From an optimization exercise on the open Yosys and OpenROAD flow, aimed at small area; shortcuts taken in it are not production practice.
At most, simulation tests tie the RTL to the original design; equivalence was not proved.
The RTL of runs 4 to 6 was laid out without a check of its function.
Power is estimated from default activity; no workload was simulated.

<file path="flow/flow/run.sh">
#!/bin/bash
# The standard layout, with two changes: ABC maps the logic with an area-oriented script
# (flow/abc.script), and the port buffers are the smallest buffer cell.
set -euo pipefail
here=$(pwd)
rm -rf "$here/scripts_own"
cp -r "$FLOW_HOME/scripts" "$here/scripts_own"
cp "$here/flow/abc.script" "$here/scripts_own/abc_area.script"
cp "$here/flow/abc.script" "$here/scripts_own/abc_speed.script"
export SCRIPTS_DIR="$here/scripts_own"
export BUFFER_PORTS_ARGS="-buffer_cell sky130_fd_sc_hd__buf_1"
bash standard.sh > "$here/layout_make.log" 2>&1
</file>
<file path="flow/flow/abc.script">
strash
&get -n
&st
&dch
&nf -R 1000
&put
</file>
<file path="flow/standard.sh">
#!/bin/bash
# synth_recipe.tcl (not shown) runs the flow's synth.tcl, then flattens the netlist and writes it again
# the make line also repeats each setting of config.mk as NAME=value (left out here)
make -C /OpenROAD-flow-scripts/flow DESIGN_CONFIG=/design/flow/config.mk WORK_HOME=/design/flow/orfs CLKGATE_MAP_FILE= SYNTH_SCRIPT=/design/flow/synth_recipe.tcl "${@:-finish}"
</file>
<file path="flow/config.mk">
export PLATFORM = sky130hd
export DESIGN_NAME = exec_core
export DESIGN_NICKNAME = exec_core
export VERILOG_FILES = /design/flow/design.v
export SDC_FILE = /design/flow/constraint.sdc
export NUM_CORES = 4
export LEC_CHECK = 0
export ABC_AREA = 1
export CAP_MARGIN = 20
export CORE_MARGIN = 2
export CORE_UTILIZATION = 40
export SETUP_SLACK_MARGIN = 0.3
export SLEW_MARGIN = 20
</file>
<file path="flow/constraint.sdc">
create_clock -name core_clock -period 11.0 [get_ports {clk}]
set_input_delay 2.2000 -clock core_clock [delete_from_list [all_inputs] [get_ports {clk}]]
set_output_delay 2.2000 -clock core_clock [all_outputs]
set_load 0.01 [all_outputs]
</file>
<file path="flow/design.v">
`default_nettype none
package cpu16_pkg;
	typedef logic [15:0] word_t;
	typedef logic [$clog2(16)-1:0] reg_idx_t;
	typedef logic [4:0] flags_t;
endpackage
`default_nettype wire
`timescale 1ns/100ps
`default_nettype none
module decoder (
	input  cpu16_pkg::word_t  instr,
	input  logic              instr_valid,
	input  cpu16_pkg::flags_t flags,
	output logic              use_imm,
	output logic              op_add,      
	output logic              op_addc,     
	output logic              op_sub,      
	output logic [3:0]        logic_tt,
	output logic              op_shl,
	output logic              op_shr,
	output logic              sh_arith,
	output logic              op_load,
	output logic              op_link,
	output logic              set_flags,
	output logic              wb_en,
	output logic              mem_we,
	output logic              jump_taken
);
	logic [3:0] hi;
	logic [3:0] ext;
	logic       cond_met;
	logic       r0, r4, r8;
	logic       cmp_nowr;
	logic       op_and, op_or, op_xor, op_not;
	assign hi  = instr[15:12];
	assign ext = instr[7:4];
	assign r0 = (hi == 4'h0);
	assign r4 = (hi == 4'h4);
	assign r8 = (hi == 4'h8);
	always_comb
	begin
		case (instr[11:8])
			4'b0000:  cond_met = flags[4];
			4'b0001:  cond_met = !flags[4];
			4'b0010:  cond_met = flags[3];
			4'b0011:  cond_met = !flags[3];
			4'b0100:  cond_met = flags[1];
			4'b0101:  cond_met = !flags[1];
			4'b0110:  cond_met = flags[0];
			4'b0111:  cond_met = !flags[0];
			4'b1000:  cond_met = flags[2];
			4'b1001:  cond_met = !flags[2];
			4'b1010:  cond_met = !flags[1] && !flags[4];
			4'b1011:  cond_met = flags[1] || flags[4];
			4'b1100:  cond_met = !flags[0] && !flags[4];
			4'b1101:  cond_met = flags[0] || flags[4];
			4'b1110: cond_met = 1'b1;
			default:   cond_met = 1'b0;
		endcase
	end
	assign use_imm = !(r0 || r4 || (r8 && ext[2]));
	assign op_addc = (r0 && (ext == 4'h4 || ext == 4'h7)) || hi == 4'h7 || hi == 4'hA;
	assign op_add  = op_addc || (r0 && (ext == 4'h5 || ext == 4'h6)) || hi == 4'h5 || hi == 4'h6;
	assign cmp_nowr = (r0 && (ext == 4'h8 || ext == 4'hB)) ||
	                  ((hi == 4'hB || hi == 4'hC) && ext == 4'h0);
	assign op_sub  = cmp_nowr || (r0 && ext == 4'h9) || hi == 4'h9;
	assign op_and  = (r0 && ext == 4'h1) || hi == 4'h1;
	assign op_or   = (r0 && ext == 4'h2) || hi == 4'h2;
	assign op_xor  = (r0 && ext == 4'h3) || hi == 4'h3;
	assign op_not  = r0 && ext == 4'hF;
	assign op_shr  = r8 && (ext[2] ? (!ext[3] && ext[0]) : ext[1]);
	assign op_shl  = r8 && (ext[2] ? (!ext[3] && !ext[0]) : !ext[1]);
	assign sh_arith = ext[2] ? ext[1] : ext[3];
	assign logic_tt = ({4{op_and}} & 4'b1000) | ({4{op_or}} & 4'b1110) |
	                  ({4{op_xor}} & 4'b0110) | ({4{op_not}} & 4'b0101);
	assign op_load = r4 && ext == 4'h0;
	assign op_link = r4 && ext == 4'h8;
	assign set_flags = instr_valid && (op_add || op_sub);
	assign wb_en = instr_valid && (op_add || (op_sub && !cmp_nowr) || op_and || op_or ||
	               op_xor || op_not || op_shl || op_shr || op_load || op_link);
	assign mem_we = instr_valid && r4 && ext == 4'h4;
	assign jump_taken = instr_valid && r4 && (ext == 4'h8 || (ext == 4'hC && cond_met));
endmodule
`default_nettype wire
`timescale 1ns/100ps
`default_nettype none
module regfile (
	input  logic                clk,
	input  logic                arst_n,
	input  logic                wr_en,
	input  cpu16_pkg::reg_idx_t wr_idx,
	input  cpu16_pkg::word_t    wr_data,
	input  cpu16_pkg::reg_idx_t rd_a_idx,
	input  cpu16_pkg::reg_idx_t rd_b_idx,
	output cpu16_pkg::word_t    rd_a_data,
	output cpu16_pkg::word_t    rd_b_data
);
	cpu16_pkg::word_t     regs [16];
	logic [16-1:0] valid;
	logic [16-1:0] sel_a;
	logic [16-1:0] sel_b;
	logic [16-1:0] sel_w;
	for (genvar i = 0; i < 16; i++)
	begin : g_reg
		assign sel_w[i] = wr_en && (wr_idx == i);
		assign sel_a[i] = valid[i] && (rd_a_idx == i);
		assign sel_b[i] = valid[i] && (rd_b_idx == i);
		always_ff @(posedge clk or negedge arst_n)
		begin
			if (!arst_n)
				valid[i] <= 1'b0;
			else if (sel_w[i])
				valid[i] <= 1'b1;
		end
		always_ff @(posedge clk)
		begin
			if (sel_w[i])
				regs[i] <= wr_data;
		end
	end
	for (genvar j = 0; j < 16; j++)
	begin : g_read
		logic [16-1:0] col;
		for (genvar i = 0; i < 16; i++)
		begin : g_col
			assign col[i] = regs[i][j];
		end
		assign rd_a_data[j] = |(col & sel_a);
		assign rd_b_data[j] = |(col & sel_b);
	end
endmodule
`default_nettype wire
`timescale 1ns/100ps
`default_nettype none
module alu (
	input  logic              clk,
	input  logic              arst_n,
	input  cpu16_pkg::word_t  a,
	input  cpu16_pkg::word_t  b,
	input  logic              op_add,
	input  logic              op_addc,
	input  logic              op_sub,
	input  logic [3:0]        logic_tt,    
	input  logic              op_shl,
	input  logic              op_shr,
	input  logic              sh_arith,
	input  logic              set_flags,
	output cpu16_pkg::flags_t flags,
	output cpu16_pkg::word_t  result
);
	cpu16_pkg::word_t  bx;
	cpu16_pkg::word_t  sum;
	logic [16:0]       c;
	cpu16_pkg::word_t  ap, ag;
	logic [16:0]       lt;
	cpu16_pkg::word_t  logic_res;
	cpu16_pkg::word_t  shift_res;
	cpu16_pkg::word_t  sh0, sh1, sh2, sh3, sh4, sh5;
	logic              sh_fill;
	cpu16_pkg::flags_t flags_next;
	assign bx = b ^ {16{op_sub}};
	assign c[0] = op_sub || (op_addc && flags[3]);
	assign lt[0] = 1'b0;
	assign ap = a ^ bx;
	assign ag = a & bx;
	for (genvar k = 0; k < 4; k++)
	begin : g_cla
		logic [3:0] p4, g4;
		logic       ci;
		assign p4 = ap[4*k +: 4];
		assign g4 = ag[4*k +: 4];
		assign ci = c[4*k];
		assign c[4*k+1] = g4[0] | (p4[0] & ci);
		assign c[4*k+2] = g4[1] | (p4[1] & g4[0]) | (p4[1] & p4[0] & ci);
		assign c[4*k+3] = g4[2] | (p4[2] & g4[1]) | (p4[2] & p4[1] & g4[0]) |
		                  (p4[2] & p4[1] & p4[0] & ci);
		assign c[4*k+4] = g4[3] | (p4[3] & g4[2]) | (p4[3] & p4[2] & g4[1]) |
		                  (p4[3] & p4[2] & p4[1] & g4[0]) | (p4[3] & p4[2] & p4[1] & p4[0] & ci);
	end
	for (genvar i = 0; i < 16; i++)
	begin : g_bit
		assign sum[i] = ap[i] ^ c[i];
		assign lt[i+1] = (a[i] ^ b[i]) ? b[i] : lt[i];
	end
	for (genvar i = 0; i < 16; i++)
	begin : g_logic
		assign logic_res[i] = logic_tt[{a[i], b[i]}];
	end
	assign sh_fill = sh_arith && op_shr && a[15];
	for (genvar i = 0; i < 16; i++)
	begin : g_shift
		assign sh0[i] = op_shl ? a[15-i] : a[i];
		assign sh1[i] = b[0] ? ((i + 1 < 16) ? sh0[(i+1)%16] : sh_fill) : sh0[i];
		assign sh2[i] = b[1] ? ((i + 2 < 16) ? sh1[(i+2)%16] : sh_fill) : sh1[i];
		assign sh3[i] = b[2] ? ((i + 4 < 16) ? sh2[(i+4)%16] : sh_fill) : sh2[i];
		assign sh4[i] = b[3] ? ((i + 8 < 16) ? sh3[(i+8)%16] : sh_fill) : sh3[i];
		assign sh5[i] = b[4] ? sh_fill : sh4[i];
	end
	for (genvar i = 0; i < 16; i++)
	begin : g_shout
		assign shift_res[i] = op_shl ? sh5[15-i] : (op_shr & sh5[i]);
	end
	assign result = ({16{op_add | op_sub}} & sum) | logic_res | shift_res;
	assign flags_next[4] = (a == b);
	assign flags_next[1] = lt[16];
	assign flags_next[0] = lt[16] ^ a[15] ^ b[15];
	assign flags_next[3] = c[16] ^ op_sub;
	assign flags_next[2] = c[16] ^ c[15];
	always_ff @(posedge clk or negedge arst_n)
	begin
		if (!arst_n)
			flags <= '0;
		else if (set_flags)
			flags <= flags_next;
	end
endmodule
`default_nettype wire
`timescale 1ns/100ps
`default_nettype none
module exec_core (
	input  logic                clk,
	input  logic                arst_n,
	input  cpu16_pkg::word_t    instr,
	input  logic                instr_valid,
	input  cpu16_pkg::word_t    pc,
	input  cpu16_pkg::word_t    mem_rdata,
	output cpu16_pkg::word_t    mem_addr,
	output cpu16_pkg::word_t    mem_wdata,
	output logic                mem_we,
	output logic                jump_taken,
	output cpu16_pkg::word_t    jump_target,
	output logic                wb_en_o,
	output cpu16_pkg::reg_idx_t wb_idx,
	output cpu16_pkg::word_t    wb_data,
	output cpu16_pkg::flags_t   flags
);
	cpu16_pkg::word_t rd_a_data;
	cpu16_pkg::word_t rd_b_data;
	cpu16_pkg::word_t b_eff;
	cpu16_pkg::word_t alu_result;
	logic use_imm;
	logic [3:0] logic_tt;
	logic op_add, op_addc, op_sub, op_shl, op_shr, sh_arith;
	logic op_load, op_link, set_flags;
	decoder decoder_i (
		.instr      (instr),
		.instr_valid(instr_valid),
		.flags      (flags),
		.use_imm    (use_imm),
		.op_add     (op_add),
		.op_addc    (op_addc),
		.op_sub     (op_sub),
		.logic_tt   (logic_tt),
		.op_shl     (op_shl),
		.op_shr     (op_shr),
		.sh_arith   (sh_arith),
		.op_load    (op_load),
		.op_link    (op_link),
		.set_flags  (set_flags),
		.wb_en      (wb_en_o),
		.mem_we     (mem_we),
		.jump_taken (jump_taken)
	);
	assign wb_idx = instr[11:8];
	regfile regfile_i (
		.clk       (clk),
		.arst_n    (arst_n),
		.wr_en     (wb_en_o),
		.wr_idx    (instr[11:8]),
		.wr_data   (wb_data),
		.rd_a_idx  (instr[11:8]),
		.rd_b_idx  (instr[3:0]),
		.rd_a_data (rd_a_data),
		.rd_b_data (rd_b_data)
	);
	assign b_eff = use_imm ? {{8{instr[7]}}, instr[7:0]} : rd_b_data;
	alu alu_i (
		.clk       (clk),
		.arst_n    (arst_n),
		.a         (rd_a_data),
		.b         (b_eff),
		.op_add    (op_add),
		.op_addc   (op_addc),
		.op_sub    (op_sub),
		.logic_tt  (logic_tt),
		.op_shl    (op_shl),
		.op_shr    (op_shr),
		.sh_arith  (sh_arith),
		.set_flags (set_flags),
		.flags     (flags),
		.result    (alu_result)
	);
	assign mem_addr = rd_b_data;
	assign mem_wdata = rd_a_data;
	assign jump_target = rd_b_data;
	assign wb_data = op_link ? cpu16_pkg::word_t'(pc + 16'd1) :
	                 op_load ? mem_rdata :
	                 alu_result;
endmodule
`default_nettype wire
</file>
==> results of run 1 <==
-- state kept, by name (all words and copies together) (netlist names) --
register,count
regfile_i.regs,256
alu_i.flags,5
regfile_i.valid,16
-- synth_stat cells (all sizes together) (5+ instances only) --
| cell | count |
|---|---|
| nand2 | 106 |
| a222oi | 87 |
| a22oi | 39 |
| o22ai | 8 |
| nor3 | 17 |
| buf | 20 |
| o21ai | 76 |
| and3 | 50 |
| mux2i | 67 |
| dfrtp | 21 |
| nor4 | 7 |
| nor2b | 14 |
| a21oi | 42 |
| nand2b | 15 |
| ha | 18 |
| nor2 | 75 |
| nand3 | 20 |
| mux2 | 5 |
| and2 | 8 |
| o221ai | 10 |
| xor2 | 14 |
| xnor2 | 37 |
| clkinv | 22 |
| or2 | 17 |
| o211ai | 9 |
| a22o | 36 |
| and4 | 9 |
| edfxtp | 256 |
| a221oi | 36 |
| a31oi | 15 |
| nand4 | 30 |
| maj3 | 14 |
-- worst max path at each step --
stage          slack, ns              to  startpoint  cells after the start
2_1_floorplan       0.53     wb_data[12]    instr[2]                     27
3_3_place_gp        0.48  alu_i.flags[1]    instr[1]                     26
3_5_place_dp        0.36     wb_data[12]    instr[2]                     29
4_1_cts             0.35     wb_data[12]    instr[1]                     29
5_1_grt             0.37     wb_data[15]    instr[1]                     30
6_report            0.76     wb_data[15]    instr[1]                     30
-- final cells by class --
class	instances	area share (%)
Clock buffer	30	3.948
Clock inverter	17	0.9708
Inverter	22	0.4746
Multi-Input combinational cell	912	37.29
Sequential cell	277	47.20
Tap cell	468	3.365
Timing Repair Buffer	219	6.745
-- worst max-delay path, delay by kind of cell --
kind,cells,cell delay [ns]
adder cells (fa/ha/maj),1,0.27
XOR/XNOR,2,0.33
multiplexers,1,0.26
buffers and inverters,3,0.52
AND/OR/NAND/NOR,11,1.75
AO/OA/AOI/OAI,12,2.69
-- report_power, final --
group | switching [W] | internal [W]
Sequential | 0.0000288 | 0.00124
Combinational | 0.000428 | 0.000210
Clock | 0.000389 | 0.000519
Total | 0.000846 | 0.00197
-- metrics by stage --
stage	total power [W]	setup WS [ns]
floorplan	0.001642	0.5296
global placement	0.001912	0.4796
detailed placement	0.001912	0.3639
CTS	0.002813	0.3486
global route	0.002915	0.3666
finish	0.002812	0.7620
-- layer usage --
layer | up-vias | part of all wire [%] | global-route usage (%)
met4 | 2 | 3.5 | 8.642
met5 | - | 0.020 | 0
met1 | 6289 | 41 | 39.40
li1 | 5568 | - | -
met2 | 875 | 45 | 42.99
met3 | 119 | 10 | 3.920
-- kinds of logic after synthesis --
| family | after synthesis |
|---|---|
| AO/OA/AOI/OAI | 382 |
| XOR/XNOR | 51 |
| adder cells (fa/ha/maj) | 36 |
| buffers and inverters | 42 |
| flip-flops | 277 |
| multiplexers | 72 |
| AND/OR/NAND/NOR | 371 |
-- what timing repair did --
item                                    CTS  global route
endpoints found under the setup margin    0             4
hold buffers                              0             0
buffers inserted                          0             1
resized for setup                         0            11
==> notes.md, run 1 <==
outcome=timing/DRC/antenna clean; GRT Util Overall=27.44%; Post-Place Cells=1,897; grt ovf=0; Synth Instances=1,231; Setup CP Type=input port to output port; r2r endpoint=alu_i.flags[1]; fin util=47.64%; clk buf depth=3; Avg WL per Cell=27.89 um; root buffer cell=clkbuf_16; CP Data Required Time=8.80 ns; startpoint types=input port; DR pass1 iterations=13; Hold EP=regfile_i.valid[15]; final setup fails=0; CTS Buf Count=27; wirelength, routed=54,250 um; antenna-violating nets left=0; Crit. End Element=output port; clk_skew=0.01628 ns; sequential share of the synthesized area=55.51%; Iter 0 DRT Violations=2,477; R2R setup slack=2.86 ns; commonest non-fill, non-tap cells in the layout=edfxtp_1 (256), buf_1 (124), nand2_1 (106); top post-synthesis cells by area=edfxtp_1 (52%), a222oi_1 (5.9%), mux2i_1 (4.5%); Yosys top cell area share=51.96%; Max Fanout on Critical Path=16; largest area contributor in the netlist=edfxtp_1; number of synthesized flops with an enable pin=256; post-synthesis adder-cell area fraction=3.011%; Post-Syn Area=14,790 um^2; Via Count=12.85k; ratio of cells with drive above 1 in the final layout=11.04%; compound-cell area share of the yosys netlist=19.46%; Avg Cell Area, Syn=12.02 um^2; pin count of the biggest net entering global routing=31; first-pass GRT wire length=78,960 um; hold_sp=regfile_i.valid[15]; area of the multi-input gates=6489 um^2; vias in the first global route=11.88k; Leak=5.894 nW; PD cells=161.6 nW/um^2; crit-path max cell delay=0.39 ns; Max Clock Freq=97.68 MHz; largest family of logic cells by synthesized area=compound AO/OA/AOI/OAI gates; syn nets=1,304; DRC violations left=0; RSZ-0062 raised after global routing=false; Ant. Diodes=0; number of synthesized register bits=277; fin. max-slew vios=0; FF/Latch Area=8213 um^2; antenna violations before repair=1; max_slew headroom=18.78%; Initial Util=40.51%; fin area=17,400 um^2; slowest cell on the critical path=a222oi_1; VDD IR max=0.1129 mV; Die Ht=196.3 um; Fin Setup TNS=0 ns; CP Data Arrival Time=8.04 ns; asr flop ratio synth=7.581%; row count=70; die area=38,540 um^2; Core ar.=36,520 um^2; yosys warns=4; Hold Path Cell Cnt=1; CTS clk-pin slew, worst paths=0.06 ns; dpl hpwl=38,920 um; mux cell area share after synthesis=4.914%; most common cell after layout, fill and taps aside=edfxtp_1; final net count=1,532; Die Wd=196.3 um; Final Hold Vio Count=0; fin crit period=10.24 ns; hold_ws=0.5268 ns; Clk Latency, worst-skew pair=0.55 ns; CTS sink cnt=277; Fillers=3,317; fin cells=1,945; DP Area=16,500 um^2; simple-gate portion of the synthesized area=12.51%; final worst-path cycle share=93.07%; worst flop-to-flop path startpoint=regfile_i.valid[10]; IO Port Bufs=126; Tightest Pin Transition=1.210 ns; Primary FF master, synth=edfxtp_1; cell depth of the worst flop-to-flop path=24; path category of the worst min-delay check=flop to flop; Final GP Congestion=0.9999; I/O pin count=127; Max Cap Violations=0; Netlist cell types=47; H-tree levels=1; Avg Vias per Cell=6.608; Post-Synth XOR/XNOR Area=3.019%; CTS tree=yes; Area Overhead vs Synth=17.61%
==> run 2: changes to the inputs <==
==> flow/flow/abc.script (replaced) <==
strash
&get -n
&st
&dch
&nf -R 1000
&put
topo
stime -c
buffer -c
upsize -c
dnsize -c
==> notes.md, run 2 <==
outcome=timing/DRC/antenna clean (unchanged); pin count of the biggest net entering global routing=31 (unchanged); Area Overhead vs Synth=14.35% (was 17.61%); CTS clk-pin slew, worst paths=0.07 ns (was 0.06 ns); Leak=5.985 nW (was 5.894 nW); Iter 0 DRT Violations=1,985 (was 2,477); CTS Buf Count=26 (was 27); commonest non-fill, non-tap cells in the layout=edfxtp_1 (256), buf_1 (126), nand2_1 (106) (was edfxtp_1 (256), buf_1 (124), nand2_1 (106)); root buffer cell=clkbuf_16 (unchanged); fin. max-slew vios=0 (unchanged); yosys warns=4 (unchanged); post-synthesis adder-cell area fraction=3.046% (was 3.011%); Final Hold Vio Count=0 (unchanged); largest area contributor in the netlist=edfxtp_1 (unchanged); antenna violations before repair=3 (was 1); wirelength, routed=53,550 um (was 54,250 um); count of hold-fix buffers inserted at cts=0 (unchanged); Post-Synth XOR/XNOR Area=2.939% (was 3.019%); largest family of logic cells by synthesized area=compound AO/OA/AOI/OAI gates (unchanged); RSZ-0062 raised after global routing=false (unchanged); fin crit period=10.22 ns (was 10.24 ns); GRT Util Overall=26.73% (was 27.44%); top post-synthesis cells by area=edfxtp_1 (51%), a222oi_1 (5.7%), mux2i_1 (4.3%) (was edfxtp_1 (52%), a222oi_1 (5.9%), mux2i_1 (4.5%)); top cells by count, synth=edfxtp_1 (256), nand2_1 (106), clkbuf_1 (88) (was edfxtp_1 (256), nand2_1 (106), a222oi_1 (87)); Largest register FFs=256 (unchanged); Synth Instances=1,327 (was 1,231); asr flop ratio synth=7.581% (unchanged); clk_skew=0.02312 ns (was 0.01628 ns); IO Port Bufs=126 (unchanged); DRC violations left=0 (unchanged); max_slew headroom=27.49% (was 18.78%); Die Wd=198.9 um (was 196.3 um); Crit. End Element=output port (unchanged); Primary FF master, synth=edfxtp_1 (unchanged); Die Ht=198.9 um (was 196.3 um); CP Data Arrival Time=8.02 ns (was 8.04 ns); Yosys top cell area share=50.58% (was 51.96%); final setup fails=0 (unchanged); most common cell after layout, fill and taps aside=edfxtp_1 (unchanged); Tightest Pin Transition=1.087 ns (was 1.210 ns); Avg Cell Area, Syn=11.45 um^2 (was 12.02 um^2); grt ovf=0 (unchanged); first-pass GRT wire length=78,140 um (was 78,960 um); clk buf depth=3 (unchanged); Ant. Diodes=0 (unchanged); Max Fanout on Critical Path=17 (was 16); path category of the worst min-delay check=flop to flop (unchanged); most common cell in the netlist=edfxtp_1 (unchanged); fin util=46.25% (was 47.64%); DR pass1 iterations=9 (was 13); ratio of cells with drive above 1 in the final layout=13.02% (was 11.04%); mux cell area share after synthesis=4.865% (was 4.914%); Initial Util=40.45% (was 40.51%); PD cells=157.7 nW/um^2 (was 161.6 nW/um^2); Fin Setup TNS=0 ns (unchanged); final worst-path cycle share=92.87% (was 93.07%); H-tree levels=1 (unchanged); Via Count=12.71k (was 12.85k); hold_ws=0.4940 ns (was 0.5268 ns); Avg WL per Cell=26.97 um (was 27.89 um); Max Cap Violations=0 (unchanged); syn nets=1,400 (was 1,304); Final GP Congestion=0.9372 (was 0.9999); I/O pin count=127 (unchanged); antenna-violating nets left=0 (unchanged); Max Clock Freq=97.89 MHz (was 97.68 MHz); Setup CP Type=input port to output port (unchanged); Clk Latency, worst-skew pair=0.55 ns (about the same); final net count=1,529 (was 1,532); Power, Total=0.002741 W (was 0.002812 W); die area=39,580 um^2 (was 38,540 um^2); row count=71 (was 70); vias in the first global route=12.13k (was 11.88k); CTS tree=yes (unchanged); Top reg by flops=regfile_i.regs (unchanged); startpoint types=input port (unchanged); Core ar.=37,580 um^2 (was 36,520 um^2); dpl hpwl=38,160 um (was 38,920 um); biggest regs=regfile_i.regs (256), regfile_i.valid (16), alu_i.flags (5) (unchanged); VDD IR max=0.1307 mV (was 0.1129 mV); sequential share of the synthesized area=54.03% (was 55.51%); compound-cell area share of the yosys netlist=18.98% (was 19.46%); Post-Syn Area=15,200 um^2 (was 14,790 um^2); number of synthesized register bits=277 (unchanged); simple-gate portion of the synthesized area=12.22% (was 12.51%); CTS sink cnt=277 (unchanged); Netlist cell types=55 (was 47); CP Data Required Time=8.80 ns (about the same); Avg Vias per Cell=6.399 (was 6.608); number of synthesized flops with an enable pin=256 (unchanged)
==> run 2: cell count changes after synthesis, sizes merged <==
cell	delta
inv	+22
clkbuf	+88
clkinv	-22
buf	+8
==> run 2: what timing repair did <==
action,CTS,global route
buffers inserted,0,1
pin swaps,0,4
resized for setup,2,7
setup endpoints to repair,2,3
==> run 2: final cells by class <==
class                      instances  area, um^2
tap                              511       639.4
timing repair buffer             217        1167
multi-input combinational        912        6501
fill                            3450       20200
clock buffer                      30       665.6
sequential                       277        8213
clock inverter                    17       111.4
inverter                          22       82.58
==> run 2: cells by family (layout without fill, tap and decap cells) <==
group                      Yosys count  in the layout
AOI/OAI and AO/OA                  382            382
xor gates and xnor gates            51             51
adders and majority gates           36             36
buffers and inverters              138            286
DFF                                277            277
muxes                               72             72
and+or+nand+nor                    371            371
==> run 2: per-layer routing <==
layer / vias to the layer above / part of all wire, % / wire [um] / GRT usage (%)
li1: 5562 / - / - / -
met5: - / 0.047 / 25 / 0
met1: 6254 / 41 / 21690 / 36.24
met4: 4 / 3.4 / 1807 / 9.425
met3: 123 / 9.0 / 4830 / 3.357
met2: 765 / 47 / 25200 / 44.24
==> run 2: metrics by stage <==
stage | area, um^2 | cells | setup WS (ns)
after CTS | 17330 | 1983 | 0.5714
after global placement | 16550 | 1936 | 0.3758
final | 17380 | 1986 | 0.7840
after global routing | 17380 | 1986 | 0.3028
after detailed placement | 16550 | 1936 | 0.1127
after floorplan | 15200 | 1327 | 0.5600
==> run 2: worst paths after layout <==
path	depth (start not counted)	slack, ns	to	startpoint
worst max register to register	24	3.80	alu_i.flags[0]	regfile_i.valid[15]
max in group asynchronous	2	9.14	alu_i.flags[3]	arst_n
worst min-delay path	2	0.49	regfile_i.valid[7]	regfile_i.valid[7]
worst max-delay path	26	0.78	wb_data[12]	instr[1]
min in group asynchronous	2	1.62	regfile_i.valid[2]	arst_n
worst min register to register	2	0.49	regfile_i.valid[7]	regfile_i.valid[7]
==> run 2: critical path, cell delays in order <==
cell and delay, ns:
buf_1 0.14, nor2b_1 0.22, and3_1 0.22, buf_4 0.21, a222oi_1 0.33, and3_1 0.31
nand4_1 0.28, mux2i_1 0.64, xnor2_1 0.14, ha_1 0.36, a21oi_1 0.15, nand2_1 0.09
and2_1 0.18, o21ai_1 0.18, nand2b_1 0.14, a31oi_2 0.24, nor2b_1 0.09, o21ai_1 0.17
nand2b_1 0.14, fa_1 0.49, a221oi_1 0.25, o21ai_0 0.14, o221ai_1 0.18, o21ai_1 0.13
buf_4 0.22, buf_1 0.14
==> run 2: report_power, final <==
part	leakage [nW]	switching [W]	internal, W
clock network	0.386	0.000373	0.000455
registers	2.58	0.0000272	0.00124
logic	3.02	0.000433	0.000217
total	5.98	0.000833	0.00191
==> run 3: changes to the inputs <==
--- a/flow/config.mk
+++ b/flow/config.mk
@@ -10,4 +10,5 @@
 export CORE_MARGIN = 2
-export CORE_UTILIZATION = 40
-export SETUP_SLACK_MARGIN = 0.3
+export CORE_UTILIZATION = 65
+export CTS_BUF_LIST = sky130_fd_sc_hd__clkbuf_4 sky130_fd_sc_hd__clkbuf_8
+export SETUP_SLACK_MARGIN = 0.1
 export SLEW_MARGIN = 20
==> notes.md, run 3 <==
area of the multi-input gates=6480 um^2 (was 6501 um^2); I/O pin count=127 (unchanged); Crit. End Element=output port (unchanged); max_slew headroom=23.42% (was 27.49%); final net count=1,533 (was 1,529); root buffer cell=clkbuf_8 (was clkbuf_16); Post-Syn Area=15,200 um^2 (unchanged); GRT Util Overall=41.86% (was 26.73%); antenna-violating nets left=0 (unchanged); DP Area=16,220 um^2 (was 16,550 um^2); CP Data Arrival Time=8.05 ns (was 8.02 ns); PD cells=165.1 nW/um^2 (was 157.7 nW/um^2); Hold EP=regfile_i.valid[10] (was regfile_i.valid[7]); clk buf depth=3 (unchanged); Final GP Congestion=0.9878 (was 0.9372); Initial Util=66.73% (was 40.45%); first-pass GRT wire length=75,690 um (was 78,140 um); number of synthesized flops with an enable pin=256 (unchanged); H-tree levels=2 (was 1); antenna violations before repair=1 (was 3); pin count of the biggest net entering global routing=31 (unchanged); DR pass1 iterations=12 (was 9); sequential share of the synthesized area=54.03% (unchanged); top cells by count, synth=edfxtp_1 (256), nand2_1 (106), clkbuf_1 (88) (unchanged); Setup CP Type=input port to output port (unchanged); count of hold-fix buffers inserted at cts=0 (unchanged); crit-path max cell delay=0.40 ns (was 0.64 ns); sequential fraction of design power=44.7% (was 46.1%); Via Count=13.30k (was 12.71k); final worst-path cycle share=93.17% (was 92.87%); Clock power frac=33.0% (was 30.2%); slowest cell on the critical path=a222oi_1 (was mux2i_1); worst flop-to-flop path startpoint=regfile_i.valid[15] (unchanged); fin crit period=10.25 ns (was 10.22 ns); top post-synthesis cells by area=edfxtp_1 (51%), a222oi_1 (5.7%), mux2i_1 (4.3%) (unchanged); startpoint types=input port (unchanged); Largest register FFs=256 (unchanged); Synth Instances=1,327 (unchanged); ratio of cells with drive above 1 in the final layout=13.99% (was 13.02%); Max Cap Violations=0 (unchanged); Leak=6.031 nW (was 5.985 nW); commonest non-fill, non-tap cells in the layout=edfxtp_1 (256), buf_1 (125), nand2_1 (106) (was edfxtp_1 (256), buf_1 (126), nand2_1 (106)); CTS sink cnt=277 (unchanged); Avg Vias per Cell=7.358 (was 6.399); most common cell in the netlist=edfxtp_1 (unchanged); Combinational Power Share=22.3% (was 23.7%); Hold Path Cell Cnt=1 (was 2); CP Data Required Time=8.80 ns (about the same); CTS tree=yes (unchanged); outcome=timing/DRC/antenna clean (unchanged); fin area=17,180 um^2 (was 17,380 um^2); DRC violations left=0 (unchanged); CTS Buf Count=42 (was 26); Avg Cell Area, Syn=11.45 um^2 (unchanged); number of synthesized register bits=277 (unchanged); wirelength, routed=51,510 um (was 53,550 um); Netlist cell types=55 (unchanged); Avg WL per Cell=28.49 um (was 26.97 um); Tightest Pin Transition=1.148 ns (was 1.087 ns); Post-CTS Setup Bufs=0 (unchanged); yosys warns=4 (unchanged); die area=24,620 um^2 (was 39,580 um^2); Fillers=1,596 (was 3,450); Fin Setup TNS=0 ns (unchanged); IO Port Bufs=126 (unchanged); R2R setup slack=3.61 ns (was 3.80 ns); Iter 0 DRT Violations=2,662 (was 1,985); dpl hpwl=36,110 um (was 38,160 um); cell depth of the worst flop-to-flop path=24 (unchanged); Die Wd=156.9 um (was 198.9 um); NetSw=0.0008592 W (was 0.0008327 W); Top reg by flops=regfile_i.regs (unchanged); Yosys top cell area share=50.58% (unchanged); Area Overhead vs Synth=13.06% (was 14.35%); hold_sp=regfile_i.valid[10] (was regfile_i.valid[7]); Core ar.=22,780 um^2 (was 37,580 um^2); Max Clock Freq=97.57 MHz (was 97.89 MHz); CTS clk-pin slew, worst paths=0.07 ns (about the same); most common cell after layout, fill and taps aside=edfxtp_1 (unchanged); Clk Latency, worst-skew pair=0.58 ns (was 0.55 ns); row count=55 (was 71); largest area contributor in the netlist=edfxtp_1 (unchanged); fin. max-slew vios=0 (unchanged); r2r endpoint=alu_i.flags[1] (was alu_i.flags[0]); Die Ht=156.9 um (was 198.9 um); vias in the first global route=12.25k (was 12.13k); Primary FF master, synth=edfxtp_1 (unchanged); grt ovf=0 (unchanged); Power, Total=0.002836 W (was 0.002741 W); biggest regs=regfile_i.regs (256), regfile_i.valid (16), alu_i.flags (5) (unchanged); clk_skew=0.03519 ns (was 0.02312 ns); Net Sw Frac=30.29% (was 30.37%); final setup fails=0 (unchanged); Final Hold Vio Count=0 (unchanged); fin util=75.44% (was 46.25%); asr flop ratio synth=7.581% (unchanged); Max Fanout on Critical Path=17 (unchanged); path category of the worst min-delay check=flop to flop (unchanged); Int Pwr=0.001977 W (was 0.001909 W); syn nets=1,400 (unchanged); hold_ws=0.4870 ns (was 0.4940 ns); VDD IR max=0.1375 mV (was 0.1307 mV); FF/Latch Area=8213 um^2 (unchanged); RSZ-0062 raised after global routing=false (unchanged)
==> run 3: cell counts after synthesis <==
Identical to the previous run, type by type.
==> run 3: power by group through the flow <==
stage / logic (W) / clock network (W) / registers, W
2_1_floorplan: 0.000380 / 0 / 0.00128
3_3_place_gp: 0.000602 / 0 / 0.00129
3_5_place_dp: 0.000612 / 0 / 0.00129
4_1_cts: 0.000615 / 0.000938 / 0.00127
5_1_grt: 0.000673 / 0.000985 / 0.00127
6_report: 0.000632 / 0.000937 / 0.00127
==> run 3: cell families (layout without fill, tap and decap cells) <==
kind of cell | count (synthesis) | count (layout) | synth area share [%]
buffers and inverters | 138 | 305 | 3.918
AND/OR/NAND/NOR | 371 | 371 | 12.22
multiplexers | 72 | 72 | 4.865
AO/OA/AOI/OAI | 382 | 382 | 18.98
other | 0 | 1 | 0
adder cells (fa/ha/maj) | 36 | 36 | 3.046
XOR/XNOR | 51 | 51 | 2.939
flip-flops | 277 | 277 | 54.03
==> run 3: metrics by stage <==
| step | setup slack, ns | instances |
|---|---|---|
| 2_1_floorplan | 0.5600 | 1327 |
| 3_3_place_gp | 0.7664 | 1727 |
| 3_5_place_dp | 0.6357 | 1728 |
| 4_1_cts | 0.5076 | 1806 |
| 5_1_grt | 0.1514 | 1807 |
| 6_report | 0.7513 | 1808 |
==> run 3: cell type report <==
type | count | area share [%]
antenna | 1 | 0.01456
sequential | 277 | 47.79
multi-input combinational | 912 | 37.71
timing repair buffer | 205 | 6.233
clock inverter | 21 | 1.289
inverter | 22 | 0.4806
clock buffer | 57 | 4.201
tap | 313 | 2.279
==> run 3: worst max path at each step <==
stage,from,slack (ns),endpoint
2_1_floorplan,instr[13],0.56,wb_data[12]
3_3_place_gp,instr[1],0.77,wb_data[12]
3_5_place_dp,instr[2],0.64,wb_data[15]
4_1_cts,instr[2],0.51,wb_data[15]
5_1_grt,instr[3],0.15,wb_data[15]
6_report,instr[1],0.75,wb_data[15]
==> run 3: critical path: cells and delay by family <==
family | cells | cell delay (ns)
multiplexers | 1 | 0.38
XOR/XNOR | 2 | 0.31
buffers and inverters | 4 | 0.77
adder cells (fa/ha/maj) | 1 | 0.35
AND/OR/NAND/NOR | 12 | 1.91
AO/OA/AOI/OAI | 10 | 2.11
==> run 3: metal layers <==
layer / track usage (%) / wire length (um) / part of all wire (%)
met1: 59.33 / 18600 / 36
met3: 8.343 / 7621 / 15
met4: 20.66 / 2721 / 5.3
met2: 62.20 / 22460 / 44
met5: 0 / 109 / 0.21
==> run 3: repair_timing <==
item,in CTS,in global routing
resized for setup,0,5
endpoints found under the hold margin,0,0
setup endpoints to repair,0,4
==> run 4: changes to the inputs <==
--- a/flow/design.v
+++ b/flow/design.v
@@ -18,2 +18,3 @@
 	output logic [3:0]        logic_tt,
+	output logic              op_not,
 	output logic              op_shl,
@@ -33,3 +34,3 @@
 	logic       cmp_nowr;
-	logic       op_and, op_or, op_xor, op_not;
+	logic       op_and, op_or, op_xor;
 	assign hi  = instr[15:12];
@@ -73,4 +74,3 @@
 	assign sh_arith = ext[2] ? ext[1] : ext[3];
-	assign logic_tt = ({4{op_and}} & 4'b1000) | ({4{op_or}} & 4'b1110) |
-	                  ({4{op_xor}} & 4'b0110) | ({4{op_not}} & 4'b0101);
+	assign logic_tt = ({4{op_and}} & 4'b0010) | ({4{op_or}} & 4'b0110) | ({4{op_xor}} & 4'b0100);
 	assign op_load = r4 && ext == 4'h0;
@@ -98,3 +98,3 @@
 	cpu16_pkg::word_t     regs [16];
-	logic [16-1:0] valid;
+	cpu16_pkg::word_t     wr_word;
 	logic [16-1:0] sel_a;
@@ -102,14 +102,8 @@
 	logic [16-1:0] sel_w;
+	assign wr_word = wr_data & {16{arst_n}};
 	for (genvar i = 0; i < 16; i++)
 	begin : g_reg
-		assign sel_w[i] = wr_en && (wr_idx == i);
-		assign sel_a[i] = valid[i] && (rd_a_idx == i);
-		assign sel_b[i] = valid[i] && (rd_b_idx == i);
-		always_ff @(posedge clk or negedge arst_n)
-		begin
-			if (!arst_n)
-				valid[i] <= 1'b0;
-			else if (sel_w[i])
-				valid[i] <= 1'b1;
-		end
+		assign sel_w[i] = !arst_n || (wr_en && (wr_idx == i));
+		assign sel_a[i] = (rd_a_idx == i);
+		assign sel_b[i] = (rd_b_idx == i);
 		always_ff @(posedge clk)
@@ -117,3 +111,3 @@
 			if (sel_w[i])
-				regs[i] <= wr_data;
+				regs[i] <= wr_word;
 		end
@@ -143,2 +137,3 @@
 	input  logic [3:0]        logic_tt,    
+	input  logic              op_not,
 	input  logic              op_shl,
@@ -182,3 +177,3 @@
 		assign sum[i] = ap[i] ^ c[i];
-		assign lt[i+1] = (a[i] ^ b[i]) ? b[i] : lt[i];
+		assign lt[i+1] = ap[i] ? b[i] : lt[i];
 	end
@@ -186,3 +181,3 @@
 	begin : g_logic
-		assign logic_res[i] = logic_tt[{a[i], b[i]}];
+		assign logic_res[i] = logic_tt[{ap[i], ag[i]}];
 	end
@@ -202,6 +197,6 @@
 	end
-	assign result = ({16{op_add | op_sub}} & sum) | logic_res | shift_res;
-	assign flags_next[4] = (a == b);
-	assign flags_next[1] = lt[16];
-	assign flags_next[0] = lt[16] ^ a[15] ^ b[15];
+	assign result = ({16{op_add | op_sub}} & sum) | logic_res | ({16{op_not}} & ~b) | shift_res;
+	assign flags_next[4] = op_sub ? (&ap) : !(|ap);
+	assign flags_next[1] = op_sub ? !c[16] : lt[16];
+	assign flags_next[0] = flags_next[1] ^ a[15] ^ b[15];
 	assign flags_next[3] = c[16] ^ op_sub;
@@ -242,3 +237,3 @@
 	logic [3:0] logic_tt;
-	logic op_add, op_addc, op_sub, op_shl, op_shr, sh_arith;
+	logic op_add, op_addc, op_sub, op_not, op_shl, op_shr, sh_arith;
 	logic op_load, op_link, set_flags;
@@ -253,2 +248,3 @@
 		.logic_tt   (logic_tt),
+		.op_not     (op_not),
 		.op_shl     (op_shl),
@@ -285,2 +281,3 @@
 		.logic_tt  (logic_tt),
+		.op_not    (op_not),
 		.op_shl    (op_shl),
--- a/flow/config.mk
+++ b/flow/config.mk
@@ -10,5 +10,4 @@
 export CORE_MARGIN = 2
-export CORE_UTILIZATION = 65
-export CTS_BUF_LIST = sky130_fd_sc_hd__clkbuf_4 sky130_fd_sc_hd__clkbuf_8
-export SETUP_SLACK_MARGIN = 0.1
+export CORE_UTILIZATION = 40
+export SETUP_SLACK_MARGIN = 0.3
 export SLEW_MARGIN = 20
==> notes.md, run 4 <==
outcome=timing/DRC/antenna clean (unchanged); I/O pin count=127 (unchanged); DR pass1 iterations=9 (was 12); count of hold-fix buffers inserted at cts=0 (unchanged); antenna violations before repair=1 (unchanged); DRC violations left=0 (unchanged); CTS tree=yes (unchanged); Synth Instances=1,349 (was 1,327); Tightest Pin Transition=1.074 ns (was 1.148 ns); syn nets=1,421 (was 1,400); compound-cell area share of the yosys netlist=22.19% (was 18.98%); startpoint types=input port (unchanged); Initial Util=40.80% (was 66.73%); Top reg by flops=regfile_i.regs (unchanged); post-synthesis adder-cell area fraction=2.008% (was 3.046%); max_slew headroom=28.24% (was 23.42%); IO Port Bufs=126 (unchanged); Final GP Congestion=0.9924 (was 0.9878); Clk Latency, worst-skew pair=0.55 ns (was 0.58 ns); mux cell area share after synthesis=1.982% (was 4.865%); clk buf depth=3 (unchanged); Avg Cell Area, Syn=10.81 um^2 (was 11.45 um^2); Crit. End Element=output port (unchanged); cell depth of the worst flop-to-flop path=21 (was 24); Max Fanout on Critical Path=10 (was 17); CP Data Arrival Time=8.22 ns (was 8.05 ns); grt ovf=0 (unchanged); final net count=1,520 (was 1,533); Die Wd=194.9 um (was 156.9 um); sequential share of the synthesized area=53.58% (was 54.03%); Max Clock Freq=96.00 MHz (was 97.57 MHz); CP Data Required Time=8.80 ns (about the same); CTS Buf Count=26 (was 42); wirelength, routed=55,280 um (was 51,510 um); first-pass GRT wire length=80,450 um (was 75,690 um); CTS clk-pin slew, worst paths=0.06 ns (was 0.07 ns); Core ar.=35,740 um^2 (was 22,780 um^2); final setup fails=0 (unchanged); hold_ws=0.6613 ns (was 0.4870 ns); Via Count=12.91k (was 13.30k); root buffer cell=clkbuf_16 (was clkbuf_8); area of the multi-input gates=6218 um^2 (was 6480 um^2); Avg Vias per Cell=6.698 (was 7.358); crit path to=wb_data[12] (was wb_data[15]); largest family of logic cells by synthesized area=compound AO/OA/AOI/OAI gates (unchanged); top post-synthesis cells by area=edfxtp_1 (53%), a222oi_1 (6.1%), a22oi_1 (4.0%) (was edfxtp_1 (51%), a222oi_1 (5.7%), mux2i_1 (4.3%)); Die Ht=194.9 um (was 156.9 um); row count=69 (was 55); Avg WL per Cell=28.69 um (was 28.49 um); dpl hpwl=39,110 um (was 36,110 um); most common cell after layout, fill and taps aside=edfxtp_1 (unchanged); Post-Synth XOR/XNOR Area=2.162% (was 2.939%); top cells by count, synth=edfxtp_1 (256), nand2_1 (140), nor2_1 (110) (was edfxtp_1 (256), nand2_1 (106), clkbuf_1 (88)); hold_sp=alu_i.flags[0] (was regfile_i.valid[10]); R2R setup slack=5.11 ns (was 3.61 ns); simple-gate portion of the synthesized area=13.90% (was 12.22%); biggest regs=regfile_i.regs (256), alu_i.flags (5) (was regfile_i.regs (256), regfile_i.valid (16), alu_i.flags (5)); vias in the first global route=11.85k (was 12.25k); die area=38,000 um^2 (was 24,620 um^2); path category of the worst min-delay check=flop to flop (unchanged); Area Overhead vs Synth=12.79% (was 13.06%); Final Hold Vio Count=0 (unchanged); GRT Util Overall=28.42% (was 41.86%); Setup CP Type=input port to output port (unchanged); clk_skew=0.01898 ns (was 0.03519 ns); Iter 0 DRT Violations=2,436 (was 2,662); number of synthesized register bits=261 (was 277); Post-Place Cells=1,880 (was 1,728); Critical path origin=instr[0] (was instr[1]); Yosys top cell area share=52.72% (was 50.58%); slowest cell on the critical path=nor3_2 (was a222oi_1); RSZ-0062 raised after global routing=false (unchanged); Primary FF master, synth=edfxtp_1 (unchanged); asr flop ratio synth=1.916% (was 7.581%); FF/Latch Area=7812 um^2 (was 8213 um^2); fin. max-slew vios=0 (unchanged); Fin Setup TNS=0 ns (unchanged); CTS sink cnt=261 (was 277); ratio of cells with drive above 1 in the final layout=9.141% (was 13.99%); fin cells=1,927 (was 1,808); most common cell in the netlist=edfxtp_1 (unchanged); Max Cap Violations=0 (unchanged); VDD IR max=0.1107 mV (was 0.1375 mV); Ant. Diodes=0 (was 1); r2r endpoint=regfile_i.regs[4][12] (was alu_i.flags[1]); Fillers=3,306 (was 1,596); yosys warns=4 (unchanged); largest area contributor in the netlist=edfxtp_1 (unchanged); Leak=5.947 nW (was 6.031 nW); number of synthesized flops with an enable pin=256 (unchanged); pin count of the biggest net entering global routing=38 (was 31); Post-Syn Area=14,580 um^2 (was 15,200 um^2); Largest register FFs=256 (unchanged); antenna-violating nets left=0 (unchanged); commonest non-fill, non-tap cells in the layout=edfxtp_1 (256), nand2_1 (140), buf_1 (126) (was edfxtp_1 (256), buf_1 (125), nand2_1 (106)); PD cells=179.9 nW/um^2 (was 165.1 nW/um^2); H-tree levels=1 (was 2); Netlist cell types=67 (was 55); crit-path max cell delay=0.61 ns (was 0.40 ns); final worst-path cycle share=94.70% (was 93.17%); worst flop-to-flop path startpoint=regfile_i.regs[3][1] (was regfile_i.valid[15]); fin crit period=10.42 ns (was 10.25 ns)
==> run 4: area by class of cell <==
class                   count  share of cell area, %
clock buffers              31                  4.070
repair buffers            173                  5.067
well taps                 461                  3.507
multi-input cells         949                  37.81
clock inverters            15                  1.179
flip-flops and latches    261                  47.50
inverters                  37                 0.8597
==> run 4: critical path: cells and delay by family <==
| kind | cells | cell delay (ns) |
|---|---|---|
| AO/OA/AOI/OAI | 12 | 2.48 |
| XOR/XNOR | 1 | 0.17 |
| adder cells (fa/ha/maj) | 2 | 0.82 |
| buffers and inverters | 3 | 0.92 |
| AND/OR/NAND/NOR | 7 | 1.59 |
==> run 4: where the power goes <==
| group | internal, W | switching (W) |
|---|---|---|
| registers | 0.00126 | 0.0000802 |
| clock network | 0.000530 | 0.000379 |
| logic | 0.000205 | 0.000500 |
==> run 4: worst min-delay path by stage <==
stage / slack [ns] / end / depth (start not counted)
finish: 0.66 / alu_i.flags[0] / 2
global route: 0.69 / alu_i.flags[1] / 2
CTS: 0.65 / alu_i.flags[0] / 2
detailed placement: 0.65 / alu_i.flags[0] / 2
global placement: 0.65 / alu_i.flags[0] / 2
floorplan: 0.55 / alu_i.flags[4] / 2
==> run 4: timing repair <==
item                                    in CTS  in global routing
endpoints found under the setup margin       0                  2
gates resized for setup                      0                  1
buffers inserted                             0                  0
==> run 4: kinds of logic (layout without fill, tap and decap cells) <==
kind of cell,after synthesis,after routing
compound gates,438,438
xor+xnor,36,36
fa+ha+maj,21,21
buf+inv,139,256
flops,261,261
mux,28,28
simple gates,426,426
==> run 4: through the flow <==
step	setup slack (ns)	power (W)	area (um^2)	utilization (%)
2_1_floorplan	1.451	0.001769	14580	-
3_3_place_gp	0.7918	0.002043	15560	43.54
3_5_place_dp	0.7214	0.002046	15560	43.54
4_1_cts	0.6991	0.002945	16430	45.96
5_1_grt	0.3163	0.003070	16450	46.01
6_report	0.5832	0.002958	16450	46.01
==> run 4: layer usage <==
metal | GRT usage (%) | part of all wire (%)
met5 | 0 | 0
met4 | 9.980 | 3.9
met3 | 4.130 | 11
met2 | 43.81 | 45
met1 | 40.92 | 40
==> run 5: changes to the inputs <==
--- a/flow/design.v
+++ b/flow/design.v
@@ -235,2 +235,3 @@
 	cpu16_pkg::word_t alu_result;
+	cpu16_pkg::word_t pc_inc;
 	logic use_imm;
@@ -292,6 +293,5 @@
 	assign jump_target = rd_b_data;
-	assign wb_data = op_link ? cpu16_pkg::word_t'(pc + 16'd1) :
-	                 op_load ? mem_rdata :
-	                 alu_result;
-endmodule
-`default_nettype wire
+	assign pc_inc = pc + 16'd1;
+	assign wb_data = alu_result | ({16{op_load}} & mem_rdata) | ({16{op_link}} & pc_inc);
+endmodule
+`default_nettype wire
--- a/flow/config.mk
+++ b/flow/config.mk
@@ -11,2 +11,5 @@
 export CORE_UTILIZATION = 40
+export CTS_BUF_LIST = sky130_fd_sc_hd__clkbuf_8
+export CTS_CLUSTER_DIAMETER = 60
+export CTS_CLUSTER_SIZE = 16
 export SETUP_SLACK_MARGIN = 0.3
==> notes.md, run 5 <==
Combinational Power Share=27.9% (was 23.8%); GRT Util Overall=27.35% (was 28.42%); CTS tree=yes (unchanged); top post-synthesis cells by area=edfxtp_1 (53%), a222oi_1 (5.9%), a22oi_1 (4.0%) (was edfxtp_1 (53%), a222oi_1 (6.1%), a22oi_1 (4.0%)); CTS Buf Count=21 (was 26); Netlist cell types=68 (was 67); path category of the worst min-delay check=flop to flop (unchanged); Final Hold Vio Count=0 (unchanged); Avg Cell Area, Syn=10.86 um^2 (was 10.81 um^2); fin util=44.58% (was 46.01%); DRC violations left=0 (unchanged); H-tree levels=1 (unchanged); hold_sp=alu_i.flags[2] (was alu_i.flags[0]); Crit. End Element=output port (unchanged); Clock power frac=19.5% (was 30.7%); NetSw=0.0008981 W (was 0.0009591 W); PD cells=160.2 nW/um^2 (was 179.9 nW/um^2); die area=37,940 um^2 (was 38,000 um^2); CTS sink cnt=261 (unchanged); ratio of cells with drive above 1 in the final layout=8.554% (was 9.141%); Avg Vias per Cell=6.577 (was 6.698); startpoint types=input port (unchanged); Iter 0 DRT Violations=2,094 (was 2,436); largest area contributor in the netlist=edfxtp_1 (unchanged); Fin Setup TNS=0 ns (unchanged); Yosys top cell area share=52.80% (was 52.72%); Initial Util=40.73% (was 40.80%); antenna-violating nets left=0 (unchanged); number of synthesized register bits=261 (unchanged); CTS clk-pin slew, worst paths=0.10 ns (was 0.06 ns); worst flop-to-flop path startpoint=regfile_i.regs[15][5] (was regfile_i.regs[3][1]); r2r endpoint=regfile_i.regs[1][15] (was regfile_i.regs[4][12]); Post-Syn Area=14,560 um^2 (was 14,580 um^2); grt ovf=0 (unchanged); biggest regs=regfile_i.regs (256), alu_i.flags (5) (unchanged); Top reg by flops=regfile_i.regs (unchanged); max_slew headroom=27.87% (was 28.24%); syn nets=1,412 (was 1,421); vias in the first global route=11.67k (was 11.85k); Core ar.=35,740 um^2 (unchanged); antenna violations before repair=1 (unchanged); Hold EP=alu_i.flags[2] (was alu_i.flags[0]); Tightest Pin Transition=1.079 ns (was 1.074 ns); R2R setup slack=5.10 ns (was 5.11 ns); Post-CTS Setup Bufs=0 (unchanged); Max Fanout on Critical Path=13 (was 10); I/O pin count=127 (unchanged); number of synthesized flops with an enable pin=256 (unchanged); Primary FF master, synth=edfxtp_1 (unchanged); Final GP Congestion=0.9694 (was 0.9924); Area Overhead vs Synth=9.445% (was 12.79%); most common cell after layout, fill and taps aside=edfxtp_1 (unchanged); dpl ws=0.7559 ns (was 0.7214 ns); Max Clock Freq=97.53 MHz (was 96.00 MHz); commonest non-fill, non-tap cells in the layout=edfxtp_1 (256), nand2_1 (141), buf_1 (125) (was edfxtp_1 (256), nand2_1 (140), buf_1 (126)); clk_skew=0.02990 ns (was 0.01898 ns); DP Area=15,570 um^2 (was 15,560 um^2); RSZ-0062 raised after global routing=false (unchanged); top cells by count, synth=edfxtp_1 (256), nand2_1 (141), nor2_1 (113) (was edfxtp_1 (256), nand2_1 (140), nor2_1 (110)); fin area=15,930 um^2 (was 16,450 um^2); outcome=timing/DRC/antenna clean (unchanged); Die Ht=194.8 um (was 194.9 um); Fillers=3,392 (was 3,306); wirelength, routed=53,230 um (was 55,280 um); yosys warns=4 (unchanged); DR pass1 iterations=9 (unchanged); Leak=5.652 nW (was 5.947 nW); VDD IR max=0.07079 mV (was 0.1107 mV); clk buf depth=3 (unchanged); Clk Latency, worst-skew pair=0.56 ns (was 0.55 ns); fin. max-slew vios=0 (unchanged); asr flop ratio synth=1.916% (unchanged); Synth Instances=1,340 (was 1,349); Ant. Diodes=0 (unchanged); CP Data Arrival Time=8.05 ns (was 8.22 ns); Die Wd=194.8 um (was 194.9 um); final setup fails=0 (unchanged); sequential fraction of design power=52.7% (was 45.4%); dpl hpwl=38,250 um (was 39,110 um); row count=69 (unchanged); Setup CP Type=input port to output port (unchanged); fin crit period=10.25 ns (was 10.42 ns); first-pass GRT wire length=77,440 um (was 80,450 um); Net Sw Frac=35.18% (was 32.42%); Avg WL per Cell=28.03 um (was 28.69 um); Hold Path Cell Cnt=2 (unchanged); cell depth of the worst flop-to-flop path=21 (unchanged); Max Cap Violations=0 (unchanged); Largest register FFs=256 (unchanged); final worst-path cycle share=93.21% (was 94.70%); Via Count=12.49k (was 12.91k); CP Data Required Time=8.80 ns (about the same); root buffer cell=clkbuf_8 (was clkbuf_16); final critical-path setup slack=0.7471 ns (was 0.5832 ns); final net count=1,506 (was 1,520); sequential share of the synthesized area=53.66% (was 53.58%); pin count of the biggest net entering global routing=38 (unchanged); Critical path origin=instr[1] (was instr[0]); Int Pwr=0.001655 W (was 0.001999 W); most common cell in the netlist=edfxtp_1 (unchanged); IO Port Bufs=126 (unchanged)
run 5: cell count changes after synthesis, moves of 5 or more:
cell,delta
a221oi_1,+6
clkbuf_1,-7
a2111oi_0,+6
o21ai_1,-5
a211oi_1,-5
o31ai_1,-8
o21ai_0,-10
run 5: power groups by stage:
stage	sequential [W]	clock (W)	combinational, W
finish	0.00134	0.000497	0.000711
global route	0.00136	0.000540	0.000761
CTS	0.00134	0.000504	0.000698
detailed placement	0.00136	0	0.000696
global placement	0.00136	0	0.000693
floorplan	0.00133	0	0.000438
run 5: what timing repair did:
action	4_1_cts	5_1_grt
endpoints found under the setup margin	0	1
resized for setup	0	1
hold buffers	0	0
run 5: final cells by class:
| type | instances | area [um^2] | share of cell area, % |
|---|---|---|---|
| multi-input combinational | 942 | 6254 | 39.25 |
| clock inverter | 6 | 47.55 | 0.2984 |
| inverter | 36 | 135.1 | 0.8481 |
| timing repair buffer | 172 | 819.5 | 5.143 |
| tap | 461 | 576.8 | 3.620 |
| clock buffer | 21 | 289.0 | 1.814 |
| sequential | 261 | 7812 | 49.03 |
run 5: through the flow:
| stage | total power, W | hold slack, ns | cells |
|---|---|---|---|
| 6_report | 0.002553 | 0.6450 | 1899 |
| 5_1_grt | 0.002659 | 0.7095 | 1899 |
| 4_1_cts | 0.002544 | 0.6399 | 1899 |
| 3_5_place_dp | 0.002060 | 0.6180 | 1872 |
| 3_3_place_gp | 0.002055 | 0.6203 | 1872 |
| 2_1_floorplan | 0.001773 | 0.5519 | 1340 |
run 5: worst max-delay path by stage:
stage                  end  depth (start not counted)
2_1_floorplan  wb_data[15]                         26
3_3_place_gp   wb_data[15]                         25
5_1_grt        wb_data[15]                         27
3_5_place_dp   wb_data[15]                         25
4_1_cts        wb_data[15]                         25
6_report       wb_data[15]                         25
run 5: cell families (layout without fill, tap and decap cells):
logic type / count (synthesis) / after routing / share of synthesized area [%]
and+or+nand+nor: 444 / 444 / 14.79
AOI/OAI and AO/OA: 407 / 407 / 20.79
DFF: 261 / 261 / 53.66
buffers and inverters: 137 / 235 / 4.142
xor gates and xnor gates: 38 / 38 / 2.286
muxes: 32 / 32 / 2.320
adders and majority gates: 21 / 21 / 2.011
run 5: routing by layer:
layer / track usage, % / share of wire [%]
met1: 38.31 / 41
met2: 43.59 / 46
met3: 3.991 / 9.7
met4: 9.302 / 3.6
met5: 0 / 0.023
run 5: worst max-delay path, cell delays in order:
cell       delay (ns)
buf_1            0.40
nand2b_2         0.27
nor2_1           0.11
buf_4            0.23
a222oi_1         0.37
and4_1           0.25
nand3_1          0.21
mux2i_1          0.36
xnor2_1          0.11
ha_1             0.42
a21o_1           0.21
a21o_1           0.18
a221o_1          0.34
nand3_1          0.12
nor2_1           0.06
o31a_1           0.29
or2_1            0.26
nand3_1          0.10
nand2_1          0.10
a21oi_2          0.25
xnor2_1          0.09
a211o_1          0.31
a2111oi_0        0.43
o31ai_1          0.18
buf_1            0.16
==> run 6: changes to the inputs <==
--- a/flow/config.mk
+++ b/flow/config.mk
@@ -11,5 +11,5 @@
 export CORE_UTILIZATION = 40
-export CTS_BUF_LIST = sky130_fd_sc_hd__clkbuf_8
-export CTS_CLUSTER_DIAMETER = 60
-export CTS_CLUSTER_SIZE = 16
+export CTS_BUF_LIST = sky130_fd_sc_hd__clkbuf_16
+export CTS_CLUSTER_DIAMETER = 80
+export CTS_CLUSTER_SIZE = 30
 export SETUP_SLACK_MARGIN = 0.3
==> notes.md, run 6 <==
cell depth of the worst flop-to-flop path=21 (unchanged); largest area contributor in the netlist=edfxtp_1 (unchanged); path category of the worst min-delay check=flop to flop (unchanged); CP Data Arrival Time=8.04 ns (was 8.05 ns); Die Wd=194.8 um (unchanged); max_slew headroom=28.90% (was 27.87%); pin count of the biggest net entering global routing=38 (unchanged); syn nets=1,412 (unchanged); GRT Util Overall=27.26% (was 27.35%); count of hold-fix buffers inserted at cts=0 (unchanged); fin crit period=10.24 ns (was 10.25 ns); Post-Syn Area=14,560 um^2 (unchanged); Ant. Diodes=0 (unchanged); top post-synthesis cells by area=edfxtp_1 (53%), a222oi_1 (5.9%), a22oi_1 (4.0%) (unchanged); Fillers=3,383 (was 3,392); PD cells=162.6 nW/um^2 (was 160.2 nW/um^2); Combinational Power Share=27.4% (was 27.9%); CP Data Required Time=8.80 ns (about the same); startpoint types=input port (unchanged); dpl ws=0.7559 ns (unchanged); Power, Total=0.002597 W (was 0.002553 W); number of synthesized register bits=261 (unchanged); Die Ht=194.8 um (unchanged); final critical-path setup slack=0.7562 ns (was 0.7471 ns); wirelength, routed=52,950 um (was 53,230 um); Initial Util=40.73% (unchanged); cell family with most CP delay=compound AO/OA/AOI/OAI gates (unchanged); most common cell in the netlist=edfxtp_1 (unchanged); Core ar.=35,740 um^2 (unchanged); Clk Latency, worst-skew pair=0.50 ns (was 0.56 ns); fin. max-slew vios=0 (unchanged); sequential share of the synthesized area=53.66% (unchanged); Synth Instances=1,340 (unchanged); asr flop ratio synth=1.916% (unchanged); Area Overhead vs Synth=9.686% (was 9.445%); VDD IR max=0.08151 mV (was 0.07079 mV); antenna violations before repair=0 (was 1); Leak=5.665 nW (was 5.652 nW); H-tree levels=1 (unchanged); Tightest Pin Transition=1.064 ns (was 1.079 ns); CTS Buf Count=13 (was 21); Max Clock Freq=97.62 MHz (was 97.53 MHz); outcome=timing/DRC/antenna clean (unchanged); most common cell after layout, fill and taps aside=edfxtp_1 (unchanged); Net Sw Frac=34.55% (was 35.18%); Largest register FFs=256 (unchanged); Yosys top cell area share=52.80% (unchanged); Primary FF master, synth=edfxtp_1 (unchanged); CTS tree=yes (unchanged); sum of buffers and inverters on the critical path=4 (was 3); root buffer cell=clkbuf_16 (was clkbuf_8); row count=69 (unchanged); Crit. End Element=output port (unchanged); Final Hold Vio Count=0 (unchanged); final setup fails=0 (unchanged); final worst-path cycle share=93.13% (was 93.21%); Avg Cell Area, Syn=10.86 um^2 (unchanged); clk buf depth=3 (unchanged); RSZ-0062 raised after global routing=false (unchanged); final net count=1,498 (was 1,506); Post-Place Cells=1,872 (unchanged); yosys warns=4 (unchanged); Via Count=12.44k (was 12.49k); first-pass GRT wire length=77,090 um (was 77,440 um); IO Port Bufs=126 (unchanged); Clock power frac=20.8% (was 19.5%); Max Cap Violations=0 (unchanged); Fin Setup TNS=0 ns (unchanged); Max Fanout on Critical Path=9 (was 13); Post-CTS Setup Bufs=0 (unchanged); top cells by count, synth=edfxtp_1 (256), nand2_1 (141), nor2_1 (113) (unchanged); I/O pin count=127 (unchanged); commonest non-fill, non-tap cells in the layout=edfxtp_1 (256), nand2_1 (141), buf_1 (125) (unchanged); M1 GR Usage=37.97% (was 38.31%); Top reg by flops=regfile_i.regs (unchanged); NetSw=0.0008973 W (was 0.0008981 W); Hold Path Cell Cnt=2 (unchanged); Most Crowded Layer GR=met2 (unchanged); number of synthesized flops with an enable pin=256 (unchanged); M3 GR Usage=3.731% (was 3.991%); dpl hpwl=38,250 um (unchanged); Iter 0 DRT Violations=2,183 (was 2,094); hold_ws=0.6495 ns (was 0.6450 ns); CTS clk-pin slew, worst paths=0.10 ns (about the same); Avg Vias per Cell=6.579 (was 6.577); Final GP Congestion=0.9694 (unchanged); grt ovf=0 (unchanged); fin cells=1,890 (was 1,899); clk_skew=0.01609 ns (was 0.02990 ns); Setup CP Type=input port to output port (unchanged); ratio of cells with drive above 1 in the final layout=8.118% (was 8.554%); Netlist cell types=68 (unchanged); DRC violations left=0 (unchanged); Worst path depth=26 (was 25); post-CTS sizing=0 (unchanged); biggest regs=regfile_i.regs (256), alu_i.flags (5) (unchanged); Int Pwr=0.001700 W (was 0.001655 W); antenna-violating nets left=0 (unchanged); sequential fraction of design power=51.8% (was 52.7%); CTS sink cnt=261 (unchanged); crit-path max cell delay=0.45 ns (was 0.43 ns); slowest cell on the critical path=nor2_2 (was a2111oi_0); vias in the first global route=11.65k (was 11.67k); DR pass1 iterations=10 (was 9); GR met2 Demand/Resource=43.58% (was 43.59%); die area=37,940 um^2 (unchanged); Avg WL per Cell=28.02 um (was 28.03 um)
==> run 6: cells by family after synthesis <==
logic type / Yosys count / share of synthesized area [%]
AND/OR/NAND/NOR: 444 / 14.79
multiplexers: 32 / 2.320
XOR/XNOR: 38 / 2.286
flip-flops: 261 / 53.66
AO/OA/AOI/OAI: 407 / 20.79
adder cells (fa/ha/maj): 21 / 2.011
buffers and inverters: 137 / 4.142
==> run 6: final cells by class <==
class	count	area (um^2)	area share, %
clock buffers	13	325.3	2.037
clock inverters	5	46.29	0.2899
inverters	36	135.1	0.8462
multi-input cells	942	6254	39.16
flip-flops and latches	261	7812	48.92
well taps	461	576.8	3.612
repair buffers	172	819.5	5.132
==> run 6: worst paths after layout <==
| path | startpoint | to | slack, ns |
|---|---|---|---|
| max in group asynchronous | arst_n | alu_i.flags[1] | 8.55 |
| max reg2reg | regfile_i.regs[15][5] | regfile_i.regs[7][15] | 5.08 |
| max | instr[3] | wb_data[15] | 0.76 |
| min in group asynchronous | arst_n | alu_i.flags[0] | 1.86 |
| min | alu_i.flags[2] | alu_i.flags[2] | 0.65 |
| min reg2reg | alu_i.flags[2] | alu_i.flags[2] | 0.65 |
==> run 6: power by group through the flow <==
stage	clock (W)	sequential (W)	combinational, W
after floorplan	0	0.00133	0.000438
after global placement	0	0.00136	0.000693
after detailed placement	0	0.00136	0.000696
after CTS	0.000545	0.00134	0.000698
after global routing	0.000578	0.00136	0.000761
final	0.000541	0.00135	0.000710
==> run 6: per-stage QoR <==
step	instance area [um^2]	utilization [%]
3_3_place_gp	15570	43.55
5_1_grt	15970	44.68
2_1_floorplan	14560	-
3_5_place_dp	15570	43.57
6_report	15970	44.68
4_1_cts	15950	44.61
==> run 6: worst register-to-register path: stages (launching register included) <==
cell	delay, ns
edfxtp_1	0.42
a222oi_1	0.43
and4_1	0.25
nand3_1	0.22
mux2i_1	0.36
xnor2_1	0.11
ha_1	0.42
a21o_1	0.22
a21o_1	0.19
a221o_1	0.34
nand3_1	0.12
nor2_1	0.06
o31a_1	0.29
or2_1	0.26
nand3_1	0.10
nand2_1	0.10
a21oi_2	0.26
xnor2_1	0.09
a211o_1	0.31
a2111oi_0	0.41
o31ai_1	0.17
and2_1	0.42
==> run 6: routing by layer <==
metal  wire, um  up-vias  share of wire (%)
met5          0        -                  0
met4       2047        0                3.9
met3       5210      108                9.8
met2      24420      779                 46
met1      21280     6076                 40
li1           -     5472                  -

## what the ideal ports hide
No port has a modelled driver above. Below, the same layouts with a new extraction and two added sets of constraints. Step 1, drivers: a clkbuf_16 drives clk and a buf_2 each remaining input, both assumed. Step 2 also shifts input and output timing later by t, the mid clock arrival at the registers, as if the neighbouring blocks saw the same clock. a / b / c = no drivers / after step 1 / after step 2; a / b = the first two.
run | t, ns | setup WS [ns] | hold WS [ns] | worst register clock-pin slew, ns
run 1 | 0.586 | 0.762 / 0.725 / 0.609 | 0.527 / 0.527 / 0.527 | 0.07 / 0.07
run 2 | 0.587 | 0.784 / 0.742 / 0.742 | 0.494 / 0.494 / 0.494 | 0.07 / 0.07
run 3 | 0.611 | 0.751 / 0.712 / 0.712 | 0.487 / 0.487 / 0.487 | 0.07 / 0.07
run 4 | 0.593 | 0.583 / 0.554 / 0.554 | 0.661 / 0.661 / 0.661 | 0.07 / 0.07
run 5 | 0.585 | 0.747 / 0.719 / 0.719 | 0.645 / 0.645 / 0.645 | 0.10 / 0.10
run 6 | 0.536 | 0.756 / 0.730 / 0.730 | 0.649 / 0.649 / 0.649 | 0.11 / 0.11
After both steps every run listed still meets setup and hold. For run 1, which loses most, drivers alone change the setup slack by -0.037 ns; drivers and shift together by -0.153 ns.
